Background: an optimization exercise with open tools, aiming at small area, a short achievable clock period and few clock cycles per item. Do not read the settings as production practice.
At most, simulation tests tie the RTL to the original design; equivalence was not proved.
Function not checked in run 1: the RTL went through the layout flow alone.
Power and IR drop assume default switching activity.

==> flow/design.v, too long to show whole: its modules and the start of the top module <==
// module fullAdd: 10 lines
// module ppNor: 7 lines
// module boothSel: 10 lines
// module halfAdd: 9 lines
// module aluTop: 2423 lines
module aluTop (
	input  logic        clk,
	input  logic        rstN,
	input  logic        start,
	input  logic [15:0] a,
	input  logic [15:0] b,
	input  logic [3:0]  op,
	output logic        done,
	output logic [31:0] result,
	output logic [1:0]  error
);
  // ...
==> flow/flow/run.sh <==
#!/bin/bash
# Standard ORFS layout with these changes to how it is made (the clock period and
# the constraints are unchanged):
#  - the resizer's setup repair aims for a margin below the clock period;
#  - clock tree synthesis clusters more sinks per buffer and adds no dummy loads;
#  - the port buffers start as buf_2 (the resizer may still size them).
set -euo pipefail
export SETUP_SLACK_MARGIN=21.4
export CTS_ARGS="-sink_clustering_enable -repair_clock_nets -sink_clustering_size 30 -sink_clustering_max_diameter 80 -dont_use_dummy_load"
export BUFFER_PORTS_ARGS="-buffer_cell sky130_fd_sc_hd__buf_2"
bash standard.sh > standard_flow.log 2>&1
==> flow/standard.sh <==
#!/bin/bash
# synth_recipe.tcl (not shown) runs the flow's synth.tcl, then flattens the netlist and writes it again
# the make line also repeats each setting of config.mk as NAME=value (left out here)
make -C /OpenROAD-flow-scripts/flow DESIGN_CONFIG=/design/flow/config.mk WORK_HOME=/design/flow/orfs CLKGATE_MAP_FILE= SYNTH_SCRIPT=/design/flow/synth_recipe.tcl "${@:-finish}"
==> flow/config.mk <==
export PLATFORM = sky130hd
export DESIGN_NAME = aluTop
export DESIGN_NICKNAME = aluTop
export VERILOG_FILES = /design/flow/design.v
export SDC_FILE = /design/flow/constraint.sdc
export NUM_CORES = 4
export LEC_CHECK = 0
export ABC_AREA = 1
export CAP_MARGIN = 20
export CORE_MARGIN = 2
export CORE_UTILIZATION = 65
export SLEW_MARGIN = 20
export SYNTH_HIERARCHICAL = 1
export SYNTH_MINIMUM_KEEP_SIZE = 0
==> flow/constraint.sdc <==
create_clock -name core_clock -period 28.0 [get_ports {clk}]
set_input_delay 5.6000 -clock core_clock [delete_from_list [all_inputs] [get_ports {clk}]]
set_output_delay 5.6000 -clock core_clock [all_outputs]
set_load 0.01 [all_outputs]
==> run_results.csv, run 1 <==
group,metric,value,unit
critical_path,r2r.worst_path.cells,17,
sta,period_needed,6570,ps
power,pwr-share-comb,62.2,%
cells_and_area,clk_share,1.96,%
sta,hold_viol,0,
power,leakagePower,11.3,nW
critical_path,worstSetupEndpointType,"output pin",
global_route,grt_pass1_wl,83100,um
place,dp.cells,2930,
cells_and_area,largest_cell_class,"multi-input combinational cells",
cells_and_area,buffers,90,
synth,synth_xor_area_share,2.96,%
cells_and_area,fillCellCount,2554,
sta,fin_skew,82.6,ps
cells_and_area,num-multi-input-gates,1878,
clock_network,cts_tree,"yes",
floorplan,coreArea,30700,um^2
synth,synth_edf_count,0,
cells_and_area,area.sequential,5090,um^2
synth,syn_inst,2472,
global_route,grt_max_degree,31,
clock_network,cts-resized-gates,0,
sta,clock.fmax,0.152,GHz
critical_path,path_class,"reg2out",
synth,synth_most_common_cell,"nand2_1",
synth,yosysTopAreaCellShare,25.2,%
synth,synth_compound_area_share,5.34,%
critical_path,reg2reg_to,"result[18]",
synth,synth_seq_cells,254,
global_route,antenna_found_initial,1,
critical_path,critPathRequiredTime,22400,ps
clock_network,post-cts-setup-buffers,0,
route,dr.max_layer_used,"met4",
sta,setup_tns,0,ps
global_route,grt_pass1_vias,16900,
route,wl_met1,21000,um
power,power.group.top,"combinational cells",
outcome,outcome,"finished clean",
route,wl_met2,23500,um
clock_network,hold_buffers,0,
cells_and_area,nClkBuffers,17,
critical_path,path_cells,"buf_2",
==> run 2, diff against run 1 <==
--- a/flow/design.v
+++ b/flow/design.v
@@ -123,25 +123,25 @@
 	wire n43 = n35 ^ b0[1];
 	wire n44 = n36 ^ b0[2];
 	wire n45 = n37 ^ b0[3];
 	wire n46 = n38 | n42;
 	wire n47 = n39 | (n43 & n46);
 	wire n48 = n43 & n42;
 	wire n49 = n41 | (n45 & n40);
 	wire n50 = n45 & n44;
-	wire n51 = n40 | (n44 & n47);
-	wire n52 = n44 & n48;
-	wire n53 = n49 | (n50 & n47);
-	wire n54 = n50 & n48;
+	wire n51 = n49 | (n50 & n47);
+	wire n52 = n50 & n48;
+	wire n53 = n40 | (n44 & n47);
+	wire n54 = n44 & n48;
 	wire n55 = ~n42;
 	wire n56 = n43 ^ n46;
 	wire n57 = n44 ^ n47;
-	wire n58 = n45 ^ n51;
-	wire n59 = (&b0[15:4]) & n53;
+	wire n58 = n45 ^ n53;
+	wire n59 = (&b0[15:4]) & n51;
 	wire n60 = n59 ? n55 : q0[2];
 	wire n61 = n59 ? n56 : n35;
 	wire n62 = n59 ? n57 : n36;
 	wire n63 = n59 ? n58 : n37;
 	wire n64 = q0[3] & b0[0];
 	wire n65 = n60 & b0[1];
 	wire n66 = n61 & b0[2];
 	wire n67 = n62 & b0[3];
@@ -151,27 +151,27 @@
 	wire n71 = n61 ^ b0[2];
 	wire n72 = n62 ^ b0[3];
 	wire n73 = n63 ^ b0[4];
 	wire n74 = n64 | n69;
 	wire n75 = n65 | (n70 & n74);
 	wire n76 = n70 & n69;
 	wire n77 = n67 | (n72 & n66);
 	wire n78 = n72 & n71;
-	wire n79 = n66 | (n71 & n75);
-	wire n80 = n71 & n76;
-	wire n81 = n77 | (n78 & n75);
-	wire n82 = n78 & n76;
-	wire n83 = n68 | (n73 & n81);
-	wire n84 = n73 & n82;
+	wire n79 = n77 | (n78 & n75);
+	wire n80 = n78 & n76;
+	wire n81 = n66 | (n71 & n75);
+	wire n82 = n71 & n76;
+	wire n83 = n68 | (n73 & n79);
+	wire n84 = n73 & n80;
 	wire n85 = ~n69;
 	wire n86 = n70 ^ n74;
 	wire n87 = n71 ^ n75;
-	wire n88 = n72 ^ n79;
-	wire n89 = n73 ^ n81;
+	wire n88 = n72 ^ n81;
+	wire n89 = n73 ^ n79;
 	wire n90 = (&b0[15:5]) & n83;
 	wire n91 = n90 ? n85 : q0[3];
 	wire n92 = n90 ? n86 : n60;
 	wire n93 = n90 ? n87 : n61;
 	wire n94 = n90 ? n88 : n62;
 	wire n95 = n90 ? n89 : n63;
 	wire n96 = o0[2] ? n17 : q0[0];
 	wire n97 = o0[2] ? n34 : q0[1];
==> flow/flow/run.sh (replaced) <==
#!/bin/bash
# Standard ORFS layout with these changes to how it is made (the clock period and
# the constraints are unchanged):
#  - the resizer's setup repair aims for a margin below the clock period;
#  - clock tree synthesis clusters more sinks per buffer and adds no dummy loads;
#  - the port buffers start as buf_2 (the resizer may still size them).
set -euo pipefail
export SETUP_SLACK_MARGIN=21.65
export CTS_ARGS="-sink_clustering_enable -repair_clock_nets -sink_clustering_size 30 -sink_clustering_max_diameter 80 -dont_use_dummy_load"
export BUFFER_PORTS_ARGS="-buffer_cell sky130_fd_sc_hd__buf_2"
bash standard.sh > standard_flow.log 2>&1
==> flow/config.mk (replaced) <==
export PLATFORM = sky130hd
export DESIGN_NAME = aluTop
export DESIGN_NICKNAME = aluTop
export VERILOG_FILES = /design/flow/design.v
export SDC_FILE = /design/flow/constraint.sdc
export NUM_CORES = 4
export LEC_CHECK = 0
export CAP_MARGIN = 20
export CORE_MARGIN = 2
export CORE_UTILIZATION = 65
export SLEW_MARGIN = 20
export SYNTH_HIERARCHICAL = 1
export SYNTH_MINIMUM_KEEP_SIZE = 0
==> run_results.csv, run 2 <==
group,metric,value,unit
outcome,outcome,"finished clean",
synth,synthMuxAreaShare,6.25,%
power,p_clk_share,13.3,%
synth,yosysTopAreaCell,"fa_1",
route,drc,0,
synth,synth_nets,2359,
cells_and_area,drive_gt1_share,18.0,%
power,leakagePower,10.2,nW
synth,synth_xor_area_share,4.52,%
clock_network,cts_sinks,254,
floorplan,pin_count,74,
synth,yosys_warnings,7,
route,drt_wl_total,48200,um
cells_and_area,final_cell_mix,"318 x nor2_1, 250 x fa_1, 228 x dfxtp_1",
critical_path,path_cells,"buf_6",
synth,synth_top_family_by_area,"adder cells",
critical_path,crit_buf_inv,1,
critical_path,cp_slowest_cell,"dfxtp_2",
floorplan,coreArea,29500,um^2
synth,synthAdderAreaFrac,37.9,%
clock_network,cts_buffer_depth,3,
floorplan,start_util,65.7,%
cells_and_area,area.sequential,5120,um^2
synth,synth_edf_count,0,
critical_path,critPathMaxStageDelay,330,ps
sta,worst_slack,21440,ps
synth,synth_most_common_cell,"nor2_1",
power,p_per_area,76.5,nW/um^2
critical_path,critical_path.max_fanout,1,
synth,yosysSeqAreaShare,26.2,%
sta,slew_headroom,36.1,%
sta,finalSetupViolations,0,
power,totalPowerFinal,1.68,mW
floorplan,die_y,177,um
critical_path,cp_top_family,"flip-flops",
clock_network,clk_latency,520,ps
sta,hold_viol,0,
place,portBuffers,73,
power,peakVddDrop,0.0000989,V
synth,synth_ff_type,"dfxtp_1",
place,dp.cells,2344,
critical_path,worstSetupEndpointType,"output pin",
synth,synth_seq_cells,254,
clock_network,hold_buffers,0,
sta,rsz0062_at_grt,"true",
critical_path,arrival,960,ps
cells_and_area,instances_no_fill,2447,
cells_and_area,layout.nets,2531,
global_route,grt_pass1_vias,14800,
route,drt_iter0_drc,1036,
power,pwr-share-comb,62.0,%
route,vias_per_cell,5.90,
cells_and_area,multi_input_area,14200,um^2
cells_and_area,fillCellCount,2071,
sta,min_period_over_period,23.4,%
clock_network,cts_max_level,1,
sta,clock.fmax,0.152,GHz
synth,yosys.area_share.simple,12.2,%
critical_path,critPathRequiredTime,22400,ps
floorplan,die-area,31200,um^2
place,post-place-ws,20370,ps
sta,setup_tns,0,ps
critical_path,path_class,"reg2out",
cells_and_area,final_common_cell,"nor2_1",
global_route,grt.overflow.total,0,
global_route,grt_max_degree,31,
clock_network,clockRootBuffer,"clkbuf_16",
sta,fin_skew,60.7,ps
sta,tightestPinTransition,957,ps
synth,synth_compound_area_share,9.59,%
synth,synth_area_leaders,"fa_1 27%, dfxtp_1 26%, ha_1 11%, nor2_1 6.2%, mux2_2 3.7%",
critical_path,worstSetupStartpointType,"flip-flop",
global_route,grt_pass1_wl,76300,um
route,vias,14400,
route,postRouteAntennaNets,0,
floorplan,row_count,63,
job,maxCapViolCount,0,
power,switching_share,42.9,%
clock_network,clk_pin_slew,100,ps
sta,period_needed,6560,ps
synth,avgSynthCellArea,10.3,um^2
cells_and_area,largest_reg_flops,32,
place,hpwl,35400,um
synth,ys_top_cells_by_count,"321 x nor2_1, 257 x fa_1, 254 x dfxtp_1",
floorplan,fp.dieW,177,um
route,wire_per_inst,19.7,um
global_route,antenna_found_initial,0,
power,power.switching,722,uW
synth,netlist_area,19400,um^2
cells_and_area,largest_register,"result",
power,cell_internal_pwr,962,uW
route,dr.pass1.iters,6,
synth,yosysTopAreaCellShare,26.5,%
cells_and_area,syn_to_final_growth,13.6,%
clock_network,cts_tree,"yes",
global_route,gr-usage-all-layers,31.3,%
synth,synth_cell_types,68,
synth,async_reset_ff_share,0,%
worst_hold_path,min_path_type,"reg2reg",
place,gp_congestion,0.942,
clock_network,cts_buffers,17,
sta,slew_violations,0,
synth,syn_inst,1887,
power,power_frac_seq,24.6,%
cells_and_area,n_antenna_cell,0,
-- run 2: path summary, 6_finish.rpt --
path / startpoint / to / slack (ps) / cells past startpoint
hold / removal: q0[7] / q1[3] / 320 / 0
setup reg to reg: b2[0] / r3[2] / 21780 / 31
hold reg to reg: q0[7] / q1[3] / 320 / 0
setup / recovery: result[31] / result[31] / 21440 / 1
-- run 2: Yosys stat by module, one instance, submodules excluded --
module / copies in the design / area (um^2)
fullAdd: 195 / 20.0
ppNor: 256 / 3.75
halfAdd: 15 / 12.5
aluTop: 1 / 14300
-- run 2: logic make-up (layout without fill, tap and decap cells) --
family	after synthesis	count (layout)
buf+inv	167	335
fa+ha+maj	433	433
mux	112	112
flops	254	254
xor+xnor	100	100
compound gates	284	286
simple gates	537	537
-- run 2: layout make-up --
cell class / count / share of cell area, %
repair buffers: 172 / 5.56
multi-input cells: 1468 / 64.4
flip-flops and latches: 254 / 23.2
inverters: 146 / 2.63
well taps: 390 / 2.22
clock buffers: 17 / 1.93
-- run 2: repair_timing --
| item | in CTS | in global routing |
|---|---|---|
| buffers inserted | 31 | 53 |
| gates resized for setup | 43 | 121 |
| setup endpoints to repair | 79 | 101 |
| pin swaps | 22 | 40 |
| cloned | 2 | 0 |
-- run 2: per-stage QoR --
step / hold slack [ps] / instance area [um^2] / util, %
after floorplan: 310 / 19400 / -
after global placement: 310 / 20300 / 68.8
after detailed placement: 312 / 20300 / 68.8
after CTS: 326 / 21100 / 71.5
after global routing: 327 / 22000 / 74.7
final: 322 / 22000 / 74.7
-- run 2: layer usage --
layer / vias up / track usage [%] / share of wire (%)
met5: - / 0 / 0
met4: 0 / 11.0 / 3.4
met3: 126 / 5.99 / 7.1
met2: 530 / 52.6 / 48
met1: 7086 / 40.8 / 41
li1: 6692 / - / -
-- run 2: worst register-to-register path, delay by kind of cell (launching register included) --
| kind | cells | cell delay (ps) |
|---|---|---|
| AO/OA/AOI/OAI | 17 | 2480 |
| adder cells (fa/ha/maj) | 5 | 1620 |
| buffers and inverters | 2 | 200 |
| flip-flops | 1 | 350 |
| multiplexers | 2 | 640 |
| AND/OR/NAND/NOR | 5 | 830 |
-- run 2: power by group through the flow --
| stage | sequential (mW) | clock (mW) | combinational (mW) |
|---|---|---|---|
| 6_report | 0.415 | 0.225 | 1.05 |
| 3_3_place_gp | 0.419 | 0 | 0.975 |
| 5_1_grt | 0.418 | 0.246 | 1.18 |
| 4_1_cts | 0.412 | 0.230 | 1.01 |
| 2_1_floorplan | 0.420 | 0 | 0.759 |
| 3_5_place_dp | 0.420 | 0 | 0.995 |
Testbench counts of run 2, summed over its fixed seeds: cycles 8,040, items 8,000.
==> run 3, diff against run 2 <==
--- a/flow/flow/run.sh
+++ b/flow/flow/run.sh
@@ -5,7 +5,7 @@
 #  - clock tree synthesis clusters more sinks per buffer and adds no dummy loads;
 #  - the port buffers start as buf_2 (the resizer may still size them).
 set -euo pipefail
-export SETUP_SLACK_MARGIN=21.65
+export SETUP_SLACK_MARGIN=21.5
 export CTS_ARGS="-sink_clustering_enable -repair_clock_nets -sink_clustering_size 30 -sink_clustering_max_diameter 80 -dont_use_dummy_load"
 export BUFFER_PORTS_ARGS="-buffer_cell sky130_fd_sc_hd__buf_2"
 bash standard.sh > standard_flow.log 2>&1
==> run_results.csv, run 3 <==
group,metric,value,unit
outcome,outcome,"finished clean",
synth,yosys_warnings,7,
critical_path,crit_buf_inv,1,
power,switching_share,42.9,%
cells_and_area,multi_input_area,14000,um^2
cells_and_area,area.sequential,5100,um^2
clock_network,cts_tree,"yes",
power,power.switching,712,uW
route,wire_per_inst,19.7,um
sta,clock.fmax,0.152,GHz
place,dp.cells,2346,
floorplan,die_y,177,um
route,dr.pass1.iters,5,
synth,yosysSeqAreaShare,26.2,%
critical_path,r2r.worst_path.cells,32,
critical_path,path_cells,"buf_6",
critical_path,worstSetupStartpointType,"flip-flop",
global_route,grt_pass1_wl,76300,um
critical_path,critPathMaxStageDelay,330,ps
job,maxCapViolCount,0,
power,p_per_area,77.1,nW/um^2
critical_path,reg2reg_slack,21660,ps
sta,slew_headroom,31.5,%
global_route,grt_max_degree,31,
sta,worst_slack,21440,ps
global_route,antenna_found_initial,1,
place,placed_area,20300,um^2
cells_and_area,n_antenna_cell,0,
power,p_clk_share,13.5,%
synth,synth_seq_cells,254,
cells_and_area,instances_no_fill,2410,
clock_network,clk_pin_slew,100,ps
global_route,grt.overflow.total,0,
sta,fin_skew,59.7,ps
critical_path,critical_path.max_fanout,1,
critical_path,r2r_start,"b2[0]",
floorplan,coreArea,29500,um^2
power,peakVddDrop,0.0000721,V
global_route,grt_pass1_vias,14700,
route,drc,0,
critical_path,critPathRequiredTime,22400,ps
cells_and_area,final_cell_mix,"317 x nor2_1, 252 x fa_1, 241 x dfxtp_1",
power,pwr-share-comb,61.6,%
floorplan,fp.dieW,177,um
critical_path,crit_cells,1,
sta,rsz0062_at_grt,"true",
synth,synth_nets,2359,
floorplan,die-area,31200,um^2
place,portBuffers,73,
route,vias,14500,
synth,yosysTopAreaCell,"fa_1",
power,power_frac_seq,24.9,%
cells_and_area,syn_to_final_growth,11.1,%
clock_network,clk_latency,520,ps
clock_network,cts_max_level,1,
critical_path,arrival,960,ps
synth,async_reset_ff_share,0,%
cells_and_area,layout.nets,2494,
sta,finalSetupViolations,0,
route,drt_iter0_drc,1041,
power,totalPowerFinal,1.66,mW
cells_and_area,largest_register,"result",
critical_path,path_class,"reg2out",
synth,ys_top_cells_by_count,"321 x nor2_1, 257 x fa_1, 254 x dfxtp_1",
floorplan,row_count,63,
place,post-place-ws,20170,ps
route,drt_wl_total,47500,um
synth,synth_cell_types,68,
worst_hold_path,hold_path_depth,0,
worst_hold_path,min_path_type,"reg2reg",
cells_and_area,fin_util,73.0,%
power,leakagePower,9.93,nW
cells_and_area,fin_area,21500,um^2
clock_network,cts_sinks,254,
place,gp_congestion,0.911,
synth,syn_inst,1887,
synth,netlist_area,19400,um^2
synth,yosysTopAreaCellShare,26.5,%
place,hpwl,35700,um
floorplan,pin_count,74,
synth,avgSynthCellArea,10.3,um^2
sta,slew_violations,0,
sta,worst_hold_slack,324,ps
synth,synth_area_leaders,"fa_1 27%, dfxtp_1 26%, ha_1 11%, nor2_1 6.2%, mux2_2 3.7%",
route,postRouteAntennaNets,0,
critical_path,cp_slowest_cell,"dfxtp_2",
cells_and_area,fillCellCount,2184,
cells_and_area,drive_gt1_share,15.1,%
critical_path,cp_top_family,"flip-flops",
cells_and_area,final_common_cell,"nor2_1",
power,cell_internal_pwr,948,uW
route,vias_per_cell,6.01,
critical_path,reg2reg_to,"r3[9]",
clock_network,cts_buffer_depth,3,
synth,synth_ff_type,"dfxtp_1",
sta,hold_viol,0,
sta,setup_tns,0,ps
synth,synth_edf_count,0,
sta,period_needed,6560,ps
floorplan,start_util,65.7,%
critical_path,worstSetupEndpointType,"output pin",
worst_hold_path,min_to,"q1[5]",
sta,tightestPinTransition,1030,ps
sta,min_period_over_period,23.4,%
clock_network,clockRootBuffer,"clkbuf_16",
clock_network,cts_buffers,17,
worst_hold_path,worstHoldStart,"q0[9]",
cells_and_area,largest_reg_flops,32,
synth,synth_most_common_cell,"nor2_1",
global_route,gr-usage-all-layers,31.2,%
==> run 3: cell counts after synthesis <==
No cell type changed its count.
==> run 3: worst max path at each step <==
stage / end / slack (ps) / from
after floorplan: r3[9] / 21530 / q2[0]
after global placement: r3[2] / 20510 / b2[0]
after detailed placement: r3[2] / 20170 / b2[0]
after CTS: result[31] / 21420 / result[31]
after global routing: done / 21400 / done
final: result[31] / 21440 / result[31]
==> run 3: modules after synthesis, one instance, submodules excluded <==
module / times used / cell area [um^2] / cells / flip-flops and latches
ppNor: 256 / 3.75 / 1 / 0
fullAdd: 195 / 20.0 / 1 / 0
aluTop: 1 / 14300 / 1421 / 254
halfAdd: 15 / 12.5 / 1 / 0
==> run 3: final cells by class <==
cell class,count,share of cell area [%]
multi-input combinational,1468,65.2
sequential,254,23.7
timing repair buffer,135,4.19
inverter,146,2.67
tap,390,2.27
clock buffer,17,1.98
==> run 3: per-layer routing <==
metal | track usage (%) | vias up | share of wire, %
li1 | - | 6622 | -
met1 | 42.0 | 7115 | 41
met2 | 52.2 | 604 | 48
met3 | 3.91 | 140 | 7.6
met4 | 11.0 | 0 | 3.6
met5 | 0 | - | 0
==> run 3: power groups by stage <==
stage / registers, mW / clock network (mW) / logic [mW]
2_1_floorplan: 0.420 / 0 / 0.759
3_3_place_gp: 0.419 / 0 / 0.973
3_5_place_dp: 0.420 / 0 / 0.993
4_1_cts: 0.412 / 0.229 / 1.01
5_1_grt: 0.417 / 0.242 / 1.15
6_report: 0.413 / 0.224 / 1.02
==> run 3: cells by family (layout without fill, tap and decap cells) <==
kind of cell	after synthesis	after routing	share of synthesized area, %
AO/OA/AOI/OAI	284	286	9.59
XOR/XNOR	100	100	4.52
adder cells (fa/ha/maj)	433	433	37.9
buffers and inverters	167	298	3.32
flip-flops	254	254	26.2
multiplexers	112	112	6.25
AND/OR/NAND/NOR	537	537	12.2
==> run 3: repair_timing <==
item	CTS	global route
gates resized for setup	34	82
buffers inserted	10	34
hold endpoints to repair	0	0
pin swaps	12	30
cloned	1	2
setup endpoints to repair	62	97
hold buffers	0	0
==> run 3: worst register-to-register path: cells and delay by family, from the launching register on <==
| kind | cells | cell delay [ps] |
|---|---|---|
| multiplexers | 2 | 540 |
| buffers and inverters | 3 | 380 |
| flip-flops | 1 | 350 |
| AO/OA/AOI/OAI | 15 | 2290 |
| AND/OR/NAND/NOR | 5 | 590 |
| XOR/XNOR | 1 | 130 |
| adder cells (fa/ha/maj) | 6 | 1970 |
==> run 4, diff against run 3 <==
--- a/flow/flow/run.sh
+++ b/flow/flow/run.sh
@@ -5,7 +5,7 @@
 #  - clock tree synthesis clusters more sinks per buffer and adds no dummy loads;
 #  - the port buffers start as buf_2 (the resizer may still size them).
 set -euo pipefail
-export SETUP_SLACK_MARGIN=21.5
+export SETUP_SLACK_MARGIN=21.4
 export CTS_ARGS="-sink_clustering_enable -repair_clock_nets -sink_clustering_size 30 -sink_clustering_max_diameter 80 -dont_use_dummy_load"
 export BUFFER_PORTS_ARGS="-buffer_cell sky130_fd_sc_hd__buf_2"
 bash standard.sh > standard_flow.log 2>&1
==> run_results.csv, run 4 <==
group,metric,value,unit
power,power.switching,707,uW
critical_path,critPathRequiredTime,22400,ps
global_route,grt_pass1_wl,75500,um
global_route,antenna_found_initial,1,
critical_path,path_class,"reg2out",
power,power_frac_seq,25.0,%
place,placed_area,20300,um^2
synth,synth_compound_area_share,9.59,%
power,cell_internal_pwr,942,uW
synth,synth_ff_type,"dfxtp_1",
cells_and_area,syn_to_final_growth,9.66,%
outcome,outcome,"finished clean",
sta,slew_headroom,31.7,%
sta,min_period_over_period,23.4,%
floorplan,die_y,177,um
floorplan,fp.dieW,177,um
clock_network,cts_buffers,17,
synth,syn_inst,1887,
route,drt_wl_total,46900,um
sta,slew_violations,0,
floorplan,die-area,31200,um^2
critical_path,path_cells,"buf_2",
place,portBuffers,73,
clock_network,cts_sinks,254,
global_route,grt_max_degree,31,
place,hpwl,35500,um
route,vias,14300,
clock_network,clk_pin_slew,90,ps
critical_path,cp_top_family,"flip-flops",
cells_and_area,fin_area,21300,um^2
cells_and_area,largest_register,"result",
critical_path,crit_buf_inv,1,
synth,synth_most_common_cell,"nor2_1",
sta,setup_tns,0,ps
sta,finalSetupViolations,0,
route,postRouteAntennaNets,0,
synth,synthMuxAreaShare,6.25,%
synth,netlist_area,19400,um^2
clock_network,clockRootBuffer,"clkbuf_16",
global_route,grt_pass1_vias,14900,
power,p_per_area,77.6,nW/um^2
cells_and_area,layout.nets,2491,
floorplan,start_util,65.7,%
clock_network,cts_tree,"yes",
floorplan,pin_count,74,
synth,synthAdderAreaFrac,37.9,%
sta,fin_skew,56.0,ps
synth,yosysTopAreaCell,"fa_1",
critical_path,worstSetupStartpointType,"flip-flop",
clock_network,clk_latency,520,ps
cells_and_area,largest_reg_flops,32,
synth,ys_top_cells_by_count,"321 x nor2_1, 257 x fa_1, 254 x dfxtp_1",
synth,synth_xor_area_share,4.52,%
synth,synth_edf_count,0,
cells_and_area,final_cell_mix,"318 x nor2_1, 252 x fa_1, 248 x dfxtp_1",
cells_and_area,fin_util,72.1,%
synth,avgSynthCellArea,10.3,um^2
critical_path,critical_path.max_fanout,1,
synth,synth_nets,2359,
sta,clock.fmax,0.152,GHz
sta,rsz0062_at_grt,"true",
synth,async_reset_ff_share,0,%
power,peakVddDrop,0.0000746,V
power,switching_share,42.9,%
synth,yosys.area_share.simple,12.2,%
cells_and_area,drive_gt1_share,13.6,%
clock_network,cts_max_level,1,
synth,yosysTopAreaCellShare,26.5,%
sta,period_needed,6560,ps
route,vias_per_cell,5.92,
cells_and_area,n_antenna_cell,0,
synth,synth_seq_cells,254,
critical_path,arrival,960,ps
cells_and_area,final_common_cell,"nor2_1",
worst_hold_path,min_path_type,"reg2reg",
place,gp_congestion,0.928,
synth,synth_cell_types,68,
floorplan,row_count,63,
sta,tightestPinTransition,1020,ps
power,totalPowerFinal,1.65,mW
job,maxCapViolCount,0,
clock_network,cts_buffer_depth,3,
route,drt_iter0_drc,995,
critical_path,critPathMaxStageDelay,320,ps
global_route,grt.overflow.total,0,
critical_path,cp_slowest_cell,"dfxtp_2",
synth,synth_area_leaders,"fa_1 27%, dfxtp_1 26%, ha_1 11%, nor2_1 6.2%, mux2_2 3.7%",
critical_path,worstSetupEndpointType,"output pin",
route,wire_per_inst,19.5,um
synth,yosysSeqAreaShare,26.2,%
synth,yosys_warnings,7,
route,drc,0,
synth,synth_top_family_by_area,"adder cells",
power,pwr-share-comb,61.3,%
power,p_clk_share,13.7,%
global_route,gr-usage-all-layers,30.9,%
power,leakagePower,9.89,nW
route,dr.pass1.iters,6,
floorplan,coreArea,29500,um^2
sta,hold_viol,0,
run 4: cell families (layout without fill, tap and decap cells):
family,Yosys count,in the layout
buffers and inverters,167,295
multiplexers,112,112
XOR/XNOR,100,100
AND/OR/NAND/NOR,537,537
flip-flops,254,254
AO/OA/AOI/OAI,284,286
adder cells (fa/ha/maj),433,433
run 4: worst paths after layout:
check                                from         to  slack, ps  cells after the start
worst max-delay path            result[2]  result[2]      21440                      1
worst min-delay path                q1[4]      q2[1]        330                      0
worst max register to register      b2[0]      r3[9]      21520                     32
worst min register to register      q1[4]      q2[1]        330                      0
run 4: layer usage:
metal | wire, um | GRT usage (%) | up-vias
met3 | 3410 | 5.46 | 133
li1 | - | - | 6617
met5 | 17 | 0 | -
met2 | 22200 | 52.2 | 570
met1 | 19400 | 39.9 | 6931
met4 | 1930 | 11.7 | 2
run 4: layout make-up:
type,instances,area (um^2)
multi-input cells,1468,13900
fillers,2262,8230
flip-flops and latches,254,5090
repair buffers,132,826
inverters,146,567
well taps,390,488
clock buffers,17,425
run 4: power by group through the flow:
| stage | logic, mW | registers [mW] | clock network (mW) |
|---|---|---|---|
| CTS | 1.01 | 0.412 | 0.231 |
| global placement | 0.972 | 0.419 | 0 |
| finish | 1.01 | 0.412 | 0.226 |
| detailed placement | 0.996 | 0.420 | 0 |
| floorplan | 0.759 | 0.420 | 0 |
| global route | 1.15 | 0.415 | 0.243 |
run 4: timing repair:
action,CTS,global route
buffers inserted,5,36
pin swaps,8,24
endpoints found under the setup margin,36,51
hold buffers,0,0
gates cloned,0,3
gates resized for setup,16,49
run 4: per-module statistics from Yosys, one instance, submodules excluded:
module   cells inside  times used  area (um^2)  flops+latches
ppNor               1         256         3.75              0
aluTop           1421           1        14300            254
halfAdd             1          15         12.5              0
fullAdd             1         195         20.0              0
run 4: through the flow:
| step | hold WS, ps | setup WS (ps) | instances |
|---|---|---|---|
| 4_1_cts | 334 | 21400 | 2368 |
| 6_report | 331 | 21440 | 2407 |
| 5_1_grt | 338 | 21210 | 2407 |
| 2_1_floorplan | 310 | 21410 | 1887 |
| 3_5_place_dp | 312 | 20480 | 2346 |
| 3_3_place_gp | 310 | 20690 | 2346 |
==> run 5, diff against run 4 <==
--- a/flow/flow/run.sh
+++ b/flow/flow/run.sh
@@ -5,7 +5,7 @@
 #  - clock tree synthesis clusters more sinks per buffer and adds no dummy loads;
 #  - the port buffers start as buf_2 (the resizer may still size them).
 set -euo pipefail
-export SETUP_SLACK_MARGIN=21.4
+export SETUP_SLACK_MARGIN=21.3
 export CTS_ARGS="-sink_clustering_enable -repair_clock_nets -sink_clustering_size 30 -sink_clustering_max_diameter 80 -dont_use_dummy_load"
 export BUFFER_PORTS_ARGS="-buffer_cell sky130_fd_sc_hd__buf_2"
 bash standard.sh > standard_flow.log 2>&1
==> run_results.csv, run 5 <==
group,metric,value,unit
outcome,outcome,"finished clean",
global_route,met3_usage,5.13,%
critical_path,critPathMaxStageDelay,330,ps
synth,async_reset_ff_share,0,%
route,vias_per_cell,5.91,
critical_path,r2r_start,"b2[0]",
cells_and_area,drive_gt1_share,12.8,%
clock_network,cts_buffers,18,
clock_network,clk_latency,540,ps
global_route,grt_pass1_wl,76600,um
critical_path,worstSetupStartpointType,"flip-flop",
synth,yosysSeqAreaShare,26.2,%
sta,hold_viol,0,
global_route,grt_util_met2,51.9,%
synth,netlist_area,19400,um^2
sta,slew_violations,0,
synth,syn_inst,1887,
floorplan,die-area,31200,um^2
synth,yosysTopAreaCellShare,26.5,%
sta,setup_tns,0,ps
sta,tightestPinTransition,1080,ps
critical_path,path_class,"reg2out",
cells_and_area,final_cell_mix,"318 x nor2_1, 253 x fa_1, 251 x dfxtp_1",
floorplan,row_count,63,
critical_path,cp_top_family,"flip-flops",
job,maxCapViolCount,0,
sta,fin_skew,90.9,ps
critical_path,reg2reg_to,"r3[9]",
route,dr.pass1.iters,5,
clock_network,cts_sinks,254,
clock_network,cts_tree,"yes",
worst_hold_path,worstHoldStart,"q3[8]",
synth,ys_top_cells_by_count,"321 x nor2_1, 257 x fa_1, 254 x dfxtp_1",
place,gp_congestion,0.911,
cells_and_area,instances_no_fill,2403,
place,hpwl,35400,um
worst_hold_path,min_to,"q4[5]",
global_route,antenna_found_initial,0,
critical_path,worstSetupEndpointType,"output pin",
power,leakagePower,9.88,nW
floorplan,coreArea,29500,um^2
route,drt_iter0_drc,1124,
sta,finalSetupViolations,0,
global_route,grt_util_met1,41.8,%
power,p_per_area,78.2,nW/um^2
global_route,gr-usage-all-layers,31.3,%
synth,synth_seq_cells,254,
synth,synth_ff_type,"dfxtp_1",
clock_network,cts_max_level,1,
cells_and_area,layout.nets,2487,
floorplan,fp.dieW,177,um
sta,clock.fmax,0.152,GHz
sta,slew_headroom,28.1,%
place,dp.cells,2348,
global_route,grt_busiest_layer,"met2",
place,post-place-ws,20390,ps
critical_path,reg2reg_slack,21590,ps
route,postRouteAntennaNets,0,
critical_path,r2r.worst_path.cells,32,
sta,rsz0062_at_grt,"true",
critical_path,path_cells,"buf_2",
place,placed_area,20300,um^2
sta,period_needed,6590,ps
cells_and_area,fin_util,71.9,%
synth,synth_cell_types,68,
synth,synth_nets,2359,
place,portBuffers,73,
synth,avgSynthCellArea,10.3,um^2
worst_hold_path,hold_path_depth,0,
route,drc,0,
synth,synth_area_leaders,"fa_1 27%, dfxtp_1 26%, ha_1 11%, nor2_1 6.2%, mux2_2 3.7%",
global_route,grt_pass1_vias,14800,
clock_network,clockRootBuffer,"clkbuf_16",
floorplan,pin_count,74,
floorplan,start_util,65.7,%
floorplan,die_y,177,um
route,wire_per_inst,19.4,um
route,vias,14200,
clock_network,cts_buffer_depth,3,
clock_network,clk_pin_slew,100,ps
power,peakVddDrop,0.0000820,V
sta,worst_slack,21410,ps
critical_path,crit_buf_inv,1,
cells_and_area,syn_to_final_growth,9.30,%
route,drt_wl_total,46500,um
cells_and_area,largest_reg_flops,32,
global_route,grt.overflow.total,0,
synth,synth_most_common_cell,"nor2_1",
worst_hold_path,min_path_type,"reg2reg",
sta,min_period_over_period,23.5,%
synth,synth_edf_count,0,
critical_path,critical_path.max_fanout,1,
global_route,grt_max_degree,31,
synth,yosysTopAreaCell,"fa_1",
critical_path,cp_slowest_cell,"dfxtp_1",
cells_and_area,fin_area,21200,um^2
cells_and_area,n_antenna_cell,0,
cells_and_area,final_common_cell,"nor2_1",
critical_path,arrival,990,ps
synth,yosys_warnings,7,
cells_and_area,largest_register,"result",
critical_path,critPathRequiredTime,22400,ps
## run 5: modules after synthesis, one instance, submodules excluded
module	copies in the design	cells inside	cell area, um^2
aluTop	1	1421	14300
fullAdd	195	1	20.0
halfAdd	15	1	12.5
ppNor	256	1	3.75
## run 5: worst max-delay path by stage
| stage | endpoint | start | depth (start not counted) | slack (ps) |
|---|---|---|---|---|
| after floorplan | r3[2] | q2[0] | 33 | 21350 |
| after global placement | r3[2] | b2[0] | 30 | 20620 |
| after detailed placement | r3[10] | b2[0] | 30 | 20390 |
| after CTS | r3[9] | b2[0] | 32 | 21310 |
| after global routing | r3[9] | b2[0] | 32 | 21230 |
| final | result[31] | result[31] | 1 | 21410 |
## run 5: layout make-up
cell class                 instances  area, um^2
fill                            2219        8300
inverter                         146         552
clock buffer                      18         450
timing repair buffer             128         800
multi-input combinational       1467       13800
tap                              390         488
sequential                       254        5090
## run 5: timing repair
item | CTS | global route
hold buffers | 0 | 0
resized for setup | 15 | 36
buffers inserted | 4 | 32
pin swaps | 6 | 21
hold endpoints to repair | 0 | 0
setup endpoints to repair | 35 | 39
cloned | 1 | 0
## run 5: cell families after synthesis
family	after synthesis	synth area share, %
DFF	254	26.2
AOI/OAI and AO/OA	284	9.59
xor gates and xnor gates	100	4.52
buffers and inverters	167	3.32
adders and majority gates	433	37.9
and+or+nand+nor	537	12.2
muxes	112	6.25
## run 5: metal layers
metal | wire [um] | share of wire (%) | vias to the layer above
met5 | 0 | 0 | -
met2 | 21700 | 47 | 533
li1 | - | - | 6602
met1 | 19800 | 42 | 6939
met3 | 3350 | 7.2 | 122
met4 | 1750 | 3.8 | 0
## run 5: report_power, final
part	internal, mW	switching (mW)
logic	0.441	0.569
clock network	0.114	0.120
registers	0.392	0.0202
## run 5: metrics by stage
stage	power, mW	hold slack [ps]
after detailed placement	1.41	312
final	1.66	290
after global placement	1.39	310
after CTS	1.65	290
after global routing	1.81	279
after floorplan	1.18	310
==> run 6, diff against run 5 <==
--- a/flow/flow/run.sh
+++ b/flow/flow/run.sh
@@ -6,6 +6,6 @@
 #  - the port buffers start as buf_2 (the resizer may still size them).
 set -euo pipefail
 export SETUP_SLACK_MARGIN=21.3
-export CTS_ARGS="-sink_clustering_enable -repair_clock_nets -sink_clustering_size 30 -sink_clustering_max_diameter 80 -dont_use_dummy_load"
+export CTS_ARGS="-sink_clustering_enable -repair_clock_nets -sink_clustering_size 40 -sink_clustering_max_diameter 80 -dont_use_dummy_load"
 export BUFFER_PORTS_ARGS="-buffer_cell sky130_fd_sc_hd__buf_2"
 bash standard.sh > standard_flow.log 2>&1
==> run_results.csv, run 6 <==
group,metric,value,unit
sta,rsz0062_at_grt,"true",
synth,async_reset_ff_share,0,%
route,postRouteAntennaNets,0,
critical_path,startpoint,"result[30]",
route,dr.pass1.iters,8,
power,peakVddDrop,0.0000820,V
synth,avgSynthCellArea,10.3,um^2
synth,synth_edf_count,0,
floorplan,row_count,63,
power,pwr-share-comb,61.3,%
synth,yosysTopAreaCellShare,26.5,%
critical_path,path_class,"reg2out",
clock_network,clockRootBuffer,"clkbuf_16",
global_route,grt_pass1_vias,14700,
cells_and_area,layout.nets,2487,
synth,syn_inst,1887,
floorplan,die-area,31200,um^2
global_route,antenna_found_initial,0,
critical_path,arrival,970,ps
global_route,grt_pass1_wl,76500,um
clock_network,clk_pin_slew,120,ps
sta,slew_violations,0,
cells_and_area,n_antenna_cell,0,
critical_path,cp_top_family,"flip-flops",
worst_hold_path,worstHoldStart,"q3[8]",
cells_and_area,largest_reg_flops,32,
sta,finalSetupViolations,0,
power,cell_internal_pwr,942,uW
cells_and_area,final_common_cell,"nor2_1",
sta,hold_viol,0,
clock_network,cts_sinks,254,
synth,ys_top_cells_by_count,"321 x nor2_1, 257 x fa_1, 254 x dfxtp_1",
worst_hold_path,min_path_type,"reg2reg",
place,hpwl,35400,um
cells_and_area,final_cell_mix,"317 x nor2_1, 253 x fa_1, 251 x dfxtp_1",
route,drt_iter0_drc,1167,
sta,fin_skew,91.7,ps
synth,synth_area_leaders,"fa_1 27%, dfxtp_1 26%, ha_1 11%, nor2_1 6.2%, mux2_2 3.7%",
place,gp_congestion,0.911,
sta,slew_headroom,28.5,%
power,totalPowerFinal,1.65,mW
synth,netlist_area,19400,um^2
place,placed_area,20300,um^2
clock_network,hold_buffers,0,
critical_path,critPathRequiredTime,22400,ps
cells_and_area,syn_to_final_growth,9.42,%
route,vias_per_cell,5.90,
place,post-place-ws,20390,ps
synth,synth_cell_types,68,
sta,worst_hold_slack,254,ps
sta,tightestPinTransition,1070,ps
global_route,gr-usage-all-layers,31.3,%
clock_network,cts_buffers,17,
cells_and_area,fin_area,21200,um^2
cells_and_area,instances_no_fill,2403,
power,power_frac_seq,25.0,%
clock_network,cts_buffer_depth,3,
sta,worst_slack,21430,ps
sta,clock.fmax,0.152,GHz
job,maxCapViolCount,0,
synth,yosys_warnings,7,
critical_path,worstSetupEndpointType,"output pin",
cells_and_area,drive_gt1_share,13.0,%
critical_path,r2r_start,"b2[0]",
synth,synth_ff_type,"dfxtp_1",
outcome,outcome,"finished clean",
route,drc,0,
floorplan,fp.dieW,177,um
synth,synth_most_common_cell,"nor2_1",
floorplan,start_util,65.7,%
route,wire_per_inst,19.5,um
cells_and_area,largest_register,"result",
sta,period_needed,6570,ps
global_route,grt.overflow.total,0,
synth,yosysTopAreaCell,"fa_1",
sta,min_period_over_period,23.5,%
power,p_clk_share,13.7,%
global_route,grt_max_degree,41,
clock_network,clk_latency,540,ps
cells_and_area,fillCellCount,2215,
clock_network,cts_tree,"yes",
power,power.switching,707,uW
critical_path,critPathMaxStageDelay,330,ps
critical_path,cp_slowest_cell,"dfxtp_1",
power,p_per_area,77.7,nW/um^2
route,drt_wl_total,46800,um
critical_path,crit_buf_inv,1,
floorplan,die_y,177,um
power,leakagePower,9.88,nW
synth,synth_nets,2359,
power,switching_share,42.9,%
clock_network,cts_max_level,1,
synth,yosysSeqAreaShare,26.2,%
critical_path,worstSetupStartpointType,"flip-flop",
place,portBuffers,73,
sta,setup_tns,0,ps
synth,synth_seq_cells,254,
place,dp.cells,2348,
floorplan,coreArea,29500,um^2
critical_path,critical_path.max_fanout,1,
critical_path,path_cells,"buf_2",
route,vias,14200,
floorplan,pin_count,74,
cells_and_area,fin_util,71.9,%
-- run 6: worst paths after layout --
| path | to | slack, ps | depth (start not counted) |
|---|---|---|---|
| setup / recovery | result[30] | 21430 | 1 |
| hold / removal | q4[5] | 250 | 0 |
| setup reg to reg | r3[2] | 21560 | 31 |
| hold reg to reg | q4[5] | 250 | 0 |
-- run 6: kinds of logic (layout without fill, tap and decap cells) --
group           after synthesis  count (layout)  synth area share (%)
fa+ha+maj                   433             433                  37.9
xor+xnor                    100             100                  4.52
compound gates              284             285                  9.59
buf+inv                     167             292                  3.32
flops                       254             254                  26.2
simple gates                537             537                  12.2
mux                         112             112                  6.25
-- run 6: per-module statistics from Yosys (local to each module, per instance) --
module,cells,copies in the design
aluTop,1421,1
fullAdd,1,195
halfAdd,1,15
ppNor,1,256
-- run 6: area by class of cell --
type / instances / area (um^2) / share of cell area [%]
Inverter: 146 / 552 / 2.60
Multi-Input combinational cell: 1467 / 13800 / 65.3
Sequential cell: 254 / 5090 / 24.0
Clock buffer: 17 / 425 / 2.01
Timing Repair Buffer: 129 / 813 / 3.83
Tap cell: 390 / 488 / 2.30
-- run 6: power by group through the flow --
stage | Clock (mW) | Sequential (mW) | Combinational, mW
2_1_floorplan | 0 | 0.420 | 0.759
3_3_place_gp | 0 | 0.419 | 0.972
3_5_place_dp | 0 | 0.420 | 0.991
4_1_cts | 0.232 | 0.412 | 1.00
5_1_grt | 0.245 | 0.415 | 1.14
6_report | 0.226 | 0.412 | 1.01
-- run 6: layer usage --
layer	vias up	track usage [%]	share of wire (%)	routed length [um]
met4	0	11.8	4.2	1970
met3	135	5.39	7.2	3370
met2	543	51.2	46	21700
li1	6606	-	-	-
met5	-	0	0	0
met1	6905	41.9	42	19800
-- run 6: what timing repair did --
item / 4_1_cts / 5_1_grt
resized for setup: 15 / 46
endpoints found under the setup margin: 35 / 40
buffers inserted: 4 / 32
pin swaps: 7 / 25
cloned: 1 / 1
==> run 7, diff against run 6 <==
--- a/flow/flow/run.sh
+++ b/flow/flow/run.sh
@@ -6,6 +6,6 @@
 #  - the port buffers start as buf_2 (the resizer may still size them).
 set -euo pipefail
 export SETUP_SLACK_MARGIN=21.3
-export CTS_ARGS="-sink_clustering_enable -repair_clock_nets -sink_clustering_size 40 -sink_clustering_max_diameter 80 -dont_use_dummy_load"
+export CTS_ARGS="-repair_clock_nets -dont_use_dummy_load"
 export BUFFER_PORTS_ARGS="-buffer_cell sky130_fd_sc_hd__buf_2"
 bash standard.sh > standard_flow.log 2>&1
==> run_results.csv, run 7 <==
group,metric,value,unit
place,portBuffers,73,
synth,synth_cell_types,68,
power,switching_share,39.8,%
critical_path,cp_top_family,"flip-flops",
worst_hold_path,min_path_type,"reg2reg",
critical_path,worstSetupEndpointType,"output pin",
critical_path,path_class,"reg2out",
floorplan,start_util,65.7,%
cells_and_area,drive_gt1_share,14.3,%
clock_network,cts_sinks,254,
power,peakVddDrop,0.0000814,V
synth,synth_ff_type,"dfxtp_1",
synth,yosysTopAreaCellShare,26.5,%
synth,synth_edf_count,0,
cells_and_area,final_common_cell,"nor2_1",
clock_network,clk_latency,570,ps
power,pwr-share-comb,53.7,%
synth,syn_inst,1887,
synth,synth_compound_area_share,9.59,%
route,drt_wl_total,48300,um
synth,yosys.area_share.simple,12.2,%
critical_path,critical_path.max_fanout,1,
power,power_frac_seq,21.9,%
route,vias,14500,
synth,avgSynthCellArea,10.3,um^2
cells_and_area,final_cell_mix,"318 x nor2_1, 254 x fa_1, 254 x dfxtp_1",
synth,synth_top_family_by_area,"adder cells",
sta,setup_tns,0,ps
synth,netlist_area,19400,um^2
sta,tightestPinTransition,1080,ps
place,gp_congestion,0.911,
synth,yosysTopAreaCell,"fa_1",
cells_and_area,fin_area,22000,um^2
route,vias_per_cell,5.95,
clock_network,cts_buffers,49,
global_route,grt_pass1_wl,78200,um
route,wire_per_inst,19.8,um
power,cell_internal_pwr,1.14,mW
floorplan,row_count,63,
sta,rsz0062_at_grt,"false",
place,placed_area,20300,um^2
sta,slew_headroom,27.8,%
global_route,grt.overflow.total,0,
route,dr.pass1.iters,6,
sta,hold_viol,0,
clock_network,cts_buffer_depth,3,
place,hpwl,35400,um
synth,async_reset_ff_share,0,%
power,power.switching,753,uW
synth,synthAdderAreaFrac,37.9,%
route,drc,0,
critical_path,critPathRequiredTime,22400,ps
cells_and_area,layout.nets,2521,
route,drt_iter0_drc,1009,
power,p_per_area,85.8,nW/um^2
floorplan,pin_count,74,
critical_path,worstSetupStartpointType,"flip-flop",
global_route,antenna_found_initial,0,
sta,finalSetupViolations,0,
power,p_clk_share,24.4,%
sta,fin_skew,24.0,ps
job,maxCapViolCount,0,
synth,synth_area_leaders,"fa_1 27%, dfxtp_1 26%, ha_1 11%, nor2_1 6.2%, mux2_2 3.7%",
global_route,gr-usage-all-layers,32.5,%
global_route,grt_max_degree,27,
floorplan,fp.dieW,177,um
cells_and_area,syn_to_final_growth,13.7,%
synth,yosys_warnings,7,
cells_and_area,largest_reg_flops,32,
synth,synth_nets,2359,
outcome,outcome,"finished clean",
critical_path,cp_slowest_cell,"dfxtp_1",
floorplan,coreArea,29500,um^2
synth,synth_seq_cells,254,
sta,slew_violations,0,
critical_path,crit_buf_inv,1,
synth,synth_most_common_cell,"nor2_1",
sta,period_needed,6600,ps
route,postRouteAntennaNets,0,
synth,yosysSeqAreaShare,26.2,%
sta,clock.fmax,0.152,GHz
sta,min_period_over_period,23.6,%
synth,ys_top_cells_by_count,"321 x nor2_1, 257 x fa_1, 254 x dfxtp_1",
critical_path,arrival,1000,ps
global_route,grt_pass1_vias,15200,
clock_network,clk_pin_slew,60,ps
clock_network,cts_max_level,5,
floorplan,die_y,177,um
floorplan,die-area,31200,um^2
cells_and_area,largest_register,"result",
synth,synthMuxAreaShare,6.25,%
synth,synth_xor_area_share,4.52,%
critical_path,critPathMaxStageDelay,310,ps
critical_path,path_cells,"buf_2",
power,leakagePower,10.3,nW
clock_network,clockRootBuffer,"clkbuf_16",
clock_network,cts_tree,"yes",
-- run 7: what timing repair did --
| action | 4_1_cts | 5_1_grt |
|---|---|---|
| pin swaps | 8 | 23 |
| gates resized for setup | 18 | 41 |
| gates cloned | 0 | 2 |
| setup endpoints to repair | 33 | 40 |
| buffers inserted | 4 | 34 |
| hold buffers | 0 | 0 |
-- run 7: stage by stage --
stage	util [%]	hold slack, ps	total power [mW]	cells	worst slack (ps)
2_1_floorplan	-	310	1.18	1887	21350
3_3_place_gp	68.8	310	1.39	2348	20620
3_5_place_dp	68.8	312	1.41	2348	20390
4_1_cts	73.2	297	1.88	2401	21310
5_1_grt	74.7	307	2.05	2437	21180
6_report	74.7	298	1.89	2439	21400
-- run 7: cells by family (layout without fill, tap and decap cells) --
kind of cell,count (synthesis),count (layout)
simple gates,537,537
fa+ha+maj,433,433
mux,112,112
buf+inv,167,327
xor+xnor,100,100
flops,254,254
compound gates,284,284
other cells,0,2
-- run 7: layer usage --
metal	share of wire, %	track usage, %	vias to the layer above
met4	3.8	13.8	0
met3	8.0	7.35	145
met2	47	52.9	617
li1	-	-	6670
met1	41	42.0	7074
met5	0	0	-
-- run 7: worst paths after layout --
path | from | endpoint | slack, ps | cells after the start
min | q1[14] | q2[11] | 300 | 0
max reg2reg | b2[0] | r3[9] | 21490 | 33
max | result[31] | result[31] | 21400 | 1
min reg2reg | q1[14] | q2[11] | 300 | 0
-- run 7: layout make-up --
type | instances | area [um^2]
tap | 390 | 488
sequential | 254 | 5080
antenna | 2 | 5.00
inverter | 146 | 552
multi-input combinational | 1466 | 13800
timing repair buffer | 132 | 830
clock buffer | 49 | 1230
fill | 2074 | 7450
-- run 7: power groups by stage --
stage	Sequential [mW]	Clock [mW]	Combinational (mW)
global route	0.416	0.484	1.15
global placement	0.419	0	0.972
floorplan	0.420	0	0.759
detailed placement	0.420	0	0.991
CTS	0.413	0.468	1.00
finish	0.413	0.462	1.02
-- run 7: modules after synthesis, one instance, submodules excluded --
| module | flops+latches | cell area (um^2) | times used |
|---|---|---|---|
| fullAdd | 0 | 20.0 | 195 |
| ppNor | 0 | 3.75 | 256 |
| halfAdd | 0 | 12.5 | 15 |
| aluTop | 254 | 14300 | 1 |
==> run 8, diff against run 7 <==
--- a/flow/flow/run.sh
+++ b/flow/flow/run.sh
@@ -6,6 +6,6 @@
 #  - the port buffers start as buf_2 (the resizer may still size them).
 set -euo pipefail
 export SETUP_SLACK_MARGIN=21.3
-export CTS_ARGS="-repair_clock_nets -dont_use_dummy_load"
+export CTS_ARGS="-sink_clustering_enable -repair_clock_nets -sink_clustering_size 25 -sink_clustering_max_diameter 60 -dont_use_dummy_load"
 export BUFFER_PORTS_ARGS="-buffer_cell sky130_fd_sc_hd__buf_2"
 bash standard.sh > standard_flow.log 2>&1
==> run_results.csv, run 8 <==
group,metric,value,unit
outcome,outcome,"finished clean",
clock_network,cts_max_level,1,
route,drt_iter0_drc,990,
sta,min_period_over_period,23.4,%
synth,synth_ff_type,"dfxtp_1",
power,power.switching,716,uW
floorplan,die-area,31200,um^2
route,vias_per_cell,5.91,
cells_and_area,largest_reg_flops,32,
floorplan,coreArea,29500,um^2
critical_path,cp_slowest_cell,"dfxtp_1",
clock_network,cts_tree,"yes",
synth,avgSynthCellArea,10.3,um^2
synth,synth_cell_types,68,
synth,yosys.area_share.simple,12.2,%
global_route,gr-usage-all-layers,31.4,%
place,dp.cells,2348,
critical_path,arrival,960,ps
clock_network,clk_pin_slew,80,ps
power,power_frac_seq,24.4,%
sta,worst_hold_slack,291,ps
place,hpwl,35400,um
route,vias,14200,
cells_and_area,instances_no_fill,2406,
sta,worst_slack,21440,ps
floorplan,row_count,63,
power,pwr-share-comb,59.8,%
cells_and_area,fillCellCount,2198,
synth,yosys_warnings,7,
global_route,grt_pass1_vias,14800,
worst_hold_path,min_path_type,"reg2reg",
synth,synth_compound_area_share,9.59,%
route,wire_per_inst,19.5,um
cells_and_area,n_antenna_cell,0,
synth,synth_seq_cells,254,
synth,synthAdderAreaFrac,37.9,%
sta,tightestPinTransition,1120,ps
synth,syn_inst,1887,
power,peakVddDrop,0.0000830,V
synth,yosysTopAreaCellShare,26.5,%
global_route,grt_max_degree,27,
sta,slew_violations,0,
route,postRouteAntennaNets,0,
sta,hold_viol,0,
critical_path,cp_top_family,"flip-flops",
cells_and_area,final_cell_mix,"319 x nor2_1, 253 x fa_1, 251 x dfxtp_1",
critical_path,worstSetupStartpointType,"flip-flop",
critical_path,worstSetupEndpointType,"output pin",
place,post-place-ws,20390,ps
route,drt_wl_total,46800,um
place,portBuffers,73,
job,maxCapViolCount,0,
cells_and_area,syn_to_final_growth,9.93,%
power,leakagePower,9.94,nW
clock_network,cts_buffer_depth,3,
cells_and_area,drive_gt1_share,12.9,%
place,gp_congestion,0.911,
synth,yosysTopAreaCell,"fa_1",
synth,async_reset_ff_share,0,%
power,p_per_area,79.4,nW/um^2
clock_network,cts_sinks,254,
floorplan,start_util,65.7,%
power,cell_internal_pwr,976,uW
global_route,grt.overflow.total,0,
cells_and_area,largest_register,"result",
power,p_clk_share,15.8,%
synth,synth_xor_area_share,4.52,%
cells_and_area,final_common_cell,"nor2_1",
synth,yosysSeqAreaShare,26.2,%
global_route,antenna_found_initial,0,
critical_path,path_class,"reg2out",
critical_path,critical_path.max_fanout,1,
route,dr.pass1.iters,5,
clock_network,clk_latency,540,ps
cells_and_area,fin_util,72.3,%
sta,fin_skew,65.3,ps
synth,synth_area_leaders,"fa_1 27%, dfxtp_1 26%, ha_1 11%, nor2_1 6.2%, mux2_2 3.7%",
floorplan,fp.dieW,177,um
clock_network,hold_buffers,0,
sta,setup_tns,0,ps
synth,synthMuxAreaShare,6.25,%
critical_path,crit_buf_inv,1,
synth,synth_top_family_by_area,"adder cells",
synth,netlist_area,19400,um^2
critical_path,critPathMaxStageDelay,320,ps
critical_path,path_cells,"buf_2",
sta,rsz0062_at_grt,"false",
floorplan,die_y,177,um
global_route,grt_pass1_wl,76900,um
synth,synth_most_common_cell,"nor2_1",
sta,clock.fmax,0.152,GHz
sta,slew_headroom,25.5,%
cells_and_area,layout.nets,2490,
sta,finalSetupViolations,0,
synth,ys_top_cells_by_count,"321 x nor2_1, 257 x fa_1, 254 x dfxtp_1",
synth,synth_nets,2359,
clock_network,cts_buffers,23,
route,drc,0,
sta,period_needed,6560,ps
clock_network,clockRootBuffer,"clkbuf_16",
synth,synth_edf_count,0,
floorplan,pin_count,74,
critical_path,critPathRequiredTime,22400,ps
power,switching_share,42.3,%
==> run 8: cell types whose count changed in the layout (fill, tap and decap cells not counted), moves of 2 or more <==
cell / change
diode_2: -2
clkbuf_16: -26
o21ai_2: -2
dfxtp_1: -3
buf_4: -5
dfxtp_2: +3
ha_4: -2
o21ai_1: +2
==> run 8: final cells by class <==
type	count	area [um^2]	area share, %
Sequential cell	254	5090	23.9
Multi-Input combinational cell	1467	13800	64.9
Inverter	146	552	2.59
Timing Repair Buffer	126	785	3.68
Tap cell	390	488	2.29
Clock buffer	23	576	2.70
==> run 8: worst register-to-register path: cells and delay by family (launching register included) <==
kind	cells	cell delay (ps)
compound gates	6	1260
simple gates	3	590
flops	1	310
fa+ha+maj	7	3420
buf+inv	1	690
==> run 8: power by group through the flow <==
| stage | Sequential (mW) | Combinational [mW] | Clock [mW] |
|---|---|---|---|
| final | 0.412 | 1.01 | 0.268 |
| after global routing | 0.415 | 1.14 | 0.286 |
| after CTS | 0.412 | 1.00 | 0.272 |
| after detailed placement | 0.420 | 0.991 | 0 |
| after global placement | 0.419 | 0.972 | 0 |
| after floorplan | 0.420 | 0.759 | 0 |
==> run 8: logic make-up after synthesis <==
group | count (synthesis)
and+or+nand+nor | 537
AOI/OAI and AO/OA | 284
xor gates and xnor gates | 100
muxes | 112
buffers and inverters | 167
DFF | 254
adders and majority gates | 433
==> run 8: what timing repair did <==
action | 4_1_cts | 5_1_grt
endpoints found under the setup margin | 35 | 43
pin swaps | 8 | 18
cloned | 1 | 0
setup buffers | 3 | 31
gates resized for setup | 17 | 36
==> run 8: final timing paths <==
path	startpoint	end	slack, ps	cells past startpoint
worst max-delay path	result[12]	result[12]	21440	1
worst min-delay path	q3[8]	q4[5]	290	0
worst max register to register	q4[14]	result[27]	21570	17
worst min register to register	q3[8]	q4[5]	290	0
==> run 8: metal layers <==
metal  wire length [um]  track usage, %  vias to the layer above  part of all wire (%)
met5                  0               0                        -                     0
met2              21800            52.1                      554                    46
met1              20000            41.9                     6925                    43
met3               3380            5.24                      136                   7.2
met4               1700            10.8                        0                   3.6
li1                   -               -                     6597                     -
==> run 8: Yosys stat by module, one instance, submodules excluded <==
| module | cell area, um^2 | cells | copies in the design | flip-flops and latches |
|---|---|---|---|---|
| aluTop | 14300 | 1421 | 1 | 254 |
| fullAdd | 20.0 | 1 | 195 | 0 |
| halfAdd | 12.5 | 1 | 15 | 0 |
| ppNor | 3.75 | 1 | 256 | 0 |
==> run 8: per-stage QoR <==
step           area [um^2]  power, mW
2_1_floorplan        19400       1.18
4_1_cts              20900       1.69
5_1_grt              21300       1.85
6_report             21300       1.69
3_5_place_dp         20300       1.41
3_3_place_gp         20300       1.39
==> run 9, diff against run 8 <==
--- a/flow/flow/run.sh
+++ b/flow/flow/run.sh
@@ -6,6 +6,6 @@
 #  - the port buffers start as buf_2 (the resizer may still size them).
 set -euo pipefail
 export SETUP_SLACK_MARGIN=21.3
-export CTS_ARGS="-sink_clustering_enable -repair_clock_nets -sink_clustering_size 25 -sink_clustering_max_diameter 60 -dont_use_dummy_load"
+export CTS_ARGS="-sink_clustering_enable -repair_clock_nets -sink_clustering_size 30 -sink_clustering_max_diameter 80 -dont_use_dummy_load -sink_clustering_levels 1"
 export BUFFER_PORTS_ARGS="-buffer_cell sky130_fd_sc_hd__buf_2"
 bash standard.sh > standard_flow.log 2>&1
==> run_results.csv, run 9 <==
group,metric,value,unit
floorplan,pin_count,74,
critical_path,startpoint,"result[31]",
global_route,antenna_found_initial,0,
synth,synth_cell_types,68,
clock_network,cts_max_level,1,
sta,hold_viol,0,
cells_and_area,final_common_cell,"nor2_1",
critical_path,cp_top_family,"flip-flops",
critical_path,cp_slowest_cell,"dfxtp_1",
power,switching_share,42.8,%
synth,avgSynthCellArea,10.3,um^2
power,p_clk_share,14.1,%
cells_and_area,largest_reg_flops,32,
synth,synth_ff_type,"dfxtp_1",
clock_network,clk_pin_slew,100,ps
critical_path,worstSetupEndpointType,"output pin",
sta,slew_violations,0,
synth,synth_most_common_cell,"nor2_1",
global_route,grt_max_degree,31,
route,dr.pass1.iters,5,
route,wire_per_inst,19.4,um
job,maxCapViolCount,0,
critical_path,critPathRequiredTime,22400,ps
clock_network,cts_tree,"yes",
critical_path,worstSetupStartpointType,"flip-flop",
critical_path,crit_buf_inv,1,
power,peakVddDrop,0.0000820,V
cells_and_area,largest_register,"result",
global_route,grt_pass1_wl,76600,um
sta,fin_skew,90.9,ps
worst_hold_path,min_path_type,"reg2reg",
synth,ys_top_cells_by_count,"321 x nor2_1, 257 x fa_1, 254 x dfxtp_1",
power,leakagePower,9.88,nW
clock_network,cts_buffer_depth,3,
cells_and_area,n_antenna_cell,0,
route,vias_per_cell,5.91,
route,vias,14200,
critical_path,r2r.worst_path.cells,32,
global_route,grt.overflow.total,0,
cells_and_area,fillCellCount,2219,
sta,slew_headroom,28.1,%
sta,worst_slack,21410,ps
sta,worst_hold_slack,290,ps
critical_path,endpoint,"result[31]",
sta,finalSetupViolations,0,
route,drt_wl_total,46500,um
place,gp_congestion,0.911,
clock_network,hold_buffers,0,
clock_network,cts_sinks,254,
place,post-place-ws,20390,ps
sta,min_period_over_period,23.5,%
route,drt_iter0_drc,1124,
synth,yosysTopAreaCell,"fa_1",
route,postRouteAntennaNets,0,
floorplan,start_util,65.7,%
synth,yosysSeqAreaShare,26.2,%
critical_path,arrival,990,ps
sta,clock.fmax,0.152,GHz
synth,synth_nets,2359,
clock_network,clockRootBuffer,"clkbuf_16",
floorplan,die_y,177,um
route,drc,0,
synth,syn_inst,1887,
power,p_per_area,78.2,nW/um^2
synth,yosys_warnings,7,
critical_path,path_class,"reg2out",
sta,setup_tns,0,ps
worst_hold_path,worstHoldStart,"q3[8]",
clock_network,cts_buffers,18,
global_route,gr-usage-all-layers,31.3,%
critical_path,crit_cells,1,
place,portBuffers,73,
synth,yosysTopAreaCellShare,26.5,%
global_route,grt_pass1_vias,14800,
synth,async_reset_ff_share,0,%
critical_path,path_cells,"buf_2",
critical_path,r2r_start,"b2[0]",
outcome,outcome,"finished clean",
critical_path,reg2reg_to,"r3[9]",
synth,synth_seq_cells,254,
place,hpwl,35400,um
cells_and_area,drive_gt1_share,12.8,%
floorplan,fp.dieW,177,um
critical_path,critical_path.max_fanout,1,
sta,rsz0062_at_grt,"true",
floorplan,row_count,63,
sta,tightestPinTransition,1080,ps
floorplan,die-area,31200,um^2
synth,synth_area_leaders,"fa_1 27%, dfxtp_1 26%, ha_1 11%, nor2_1 6.2%, mux2_2 3.7%",
cells_and_area,final_cell_mix,"318 x nor2_1, 253 x fa_1, 251 x dfxtp_1",
sta,period_needed,6590,ps
critical_path,reg2reg_slack,21590,ps
power,totalPowerFinal,1.66,mW
power,power.switching,709,uW
synth,netlist_area,19400,um^2
floorplan,coreArea,29500,um^2
clock_network,clk_latency,540,ps
synth,synth_edf_count,0,
critical_path,critPathMaxStageDelay,330,ps
cells_and_area,syn_to_final_growth,9.30,%
cells_and_area,layout.nets,2487,
power,power_frac_seq,24.9,%
power,cell_internal_pwr,947,uW
power,pwr-share-comb,61.0,%
-- run 9: cell counts after synthesis --
No cell type changed its count.
-- run 9: power by group through the flow --
stage	sequential, mW	clock [mW]	combinational [mW]
2_1_floorplan	0.420	0	0.759
3_3_place_gp	0.419	0	0.972
3_5_place_dp	0.420	0	0.991
4_1_cts	0.412	0.240	1.00
5_1_grt	0.415	0.251	1.14
6_report	0.412	0.234	1.01
-- run 9: timing repair --
action	4_1_cts	5_1_grt
hold endpoints to repair	0	0
setup endpoints to repair	35	39
buffers inserted	4	32
resized for setup	15	36
pin swaps	6	21
cloned	1	0
-- run 9: worst min-delay path by stage --
stage	to	depth (start not counted)
floorplan	o1[0]	0
global placement	q1[5]	0
detailed placement	o3[1]	0
CTS	q4[5]	0
global route	q4[5]	0
finish	q4[5]	0
-- run 9: logic make-up (layout without fill, tap and decap cells) --
| kind of cell | count (synthesis) | count (layout) | share of synthesized area, % |
|---|---|---|---|
| adder cells (fa/ha/maj) | 433 | 433 | 37.9 |
| AO/OA/AOI/OAI | 284 | 285 | 9.59 |
| multiplexers | 112 | 112 | 6.25 |
| buffers and inverters | 167 | 292 | 3.32 |
| AND/OR/NAND/NOR | 537 | 537 | 12.2 |
| flip-flops | 254 | 254 | 26.2 |
| XOR/XNOR | 100 | 100 | 4.52 |
-- run 9: cell type report --
cell class              count  area [um^2]  area share (%)
clock buffers              18          450            2.13
flip-flops and latches    254         5090            24.0
repair buffers            128          800            3.77
multi-input cells        1467        13800            65.2
inverters                 146          552            2.60
well taps                 390          488            2.30
-- run 9: layer usage --
metal  wire length [um]  vias to the layer above  share of wire (%)  global-route usage (%)
li1                   -                     6602                  -                       -
met4               1750                        0                3.8                    10.8
met2              21700                      533                 47                    51.9
met3               3350                      122                7.2                    5.13
met1              19800                     6939                 42                    41.8
met5                  0                        -                  0                       0
-- run 9: Yosys stat by module (local to each module, per instance) --
module | cell area (um^2) | times used
aluTop | 14300 | 1
fullAdd | 20.0 | 195
halfAdd | 12.5 | 15
ppNor | 3.75 | 256
-- run 9: stage by stage --
step	cells	util [%]	instance area (um^2)
after floorplan	1887	-	19400
after global placement	2348	68.8	20300
after detailed placement	2348	68.8	20300
after CTS	2371	70.6	20800
after global routing	2403	71.9	21200
final	2403	71.9	21200

## static timing again, ports no longer ideal
In the flow no input, the clock included, has a driving cell. The finished layouts below were timed again as built, in two steps. Step 1 sets driving cells, clkbuf_16 on the clock port and buf_2 on the other inputs (assumed; they add their load-dependent delay and slew). Step 2, shift: input delay + t, output delay - t, t = (earliest + latest rising clock arrival at the registers) / 2. This alone moves slack from input paths to output paths. Slacks: ideal / step 1 / step 2; pairs: ideal / step 1.
run	t (ns)	setup WS [ns]	worst setup path after step 2	slew at the worst register clock pin (ns)	pins driven straight from the clock port
run 1	0.549	21.432 / 21.381 / 21.464	input to register	0.11 / 0.11	1
run 2	0.539	21.439 / 21.390 / 21.401	input to register	0.10 / 0.10	1
run 3	0.542	21.437 / 21.386 / 21.424	input to register	0.10 / 0.10	1
run 4	0.547	21.440 / 21.387 / 21.365	input to register	0.10 / 0.10	1
run 5	0.542	21.407 / 21.357 / 21.414	input to register	0.10 / 0.10	1
run 6	0.546	21.425 / 21.372 / 21.403	input to register	0.12 / 0.12	1
run 7	0.611	21.403 / 21.351 / 21.334	input to register	0.06 / 0.06	1
run 8	0.557	21.436 / 21.387 / 21.330	input to register	0.09 / 0.09	1
run 9	0.542	21.407 / 21.357 / 21.414	input to register	0.10 / 0.10	1
After both steps setup and hold are still met in every run listed. For run 8, which loses most, drivers alone change the setup slack by -0.049 ns; drivers and shift together by -0.106 ns.
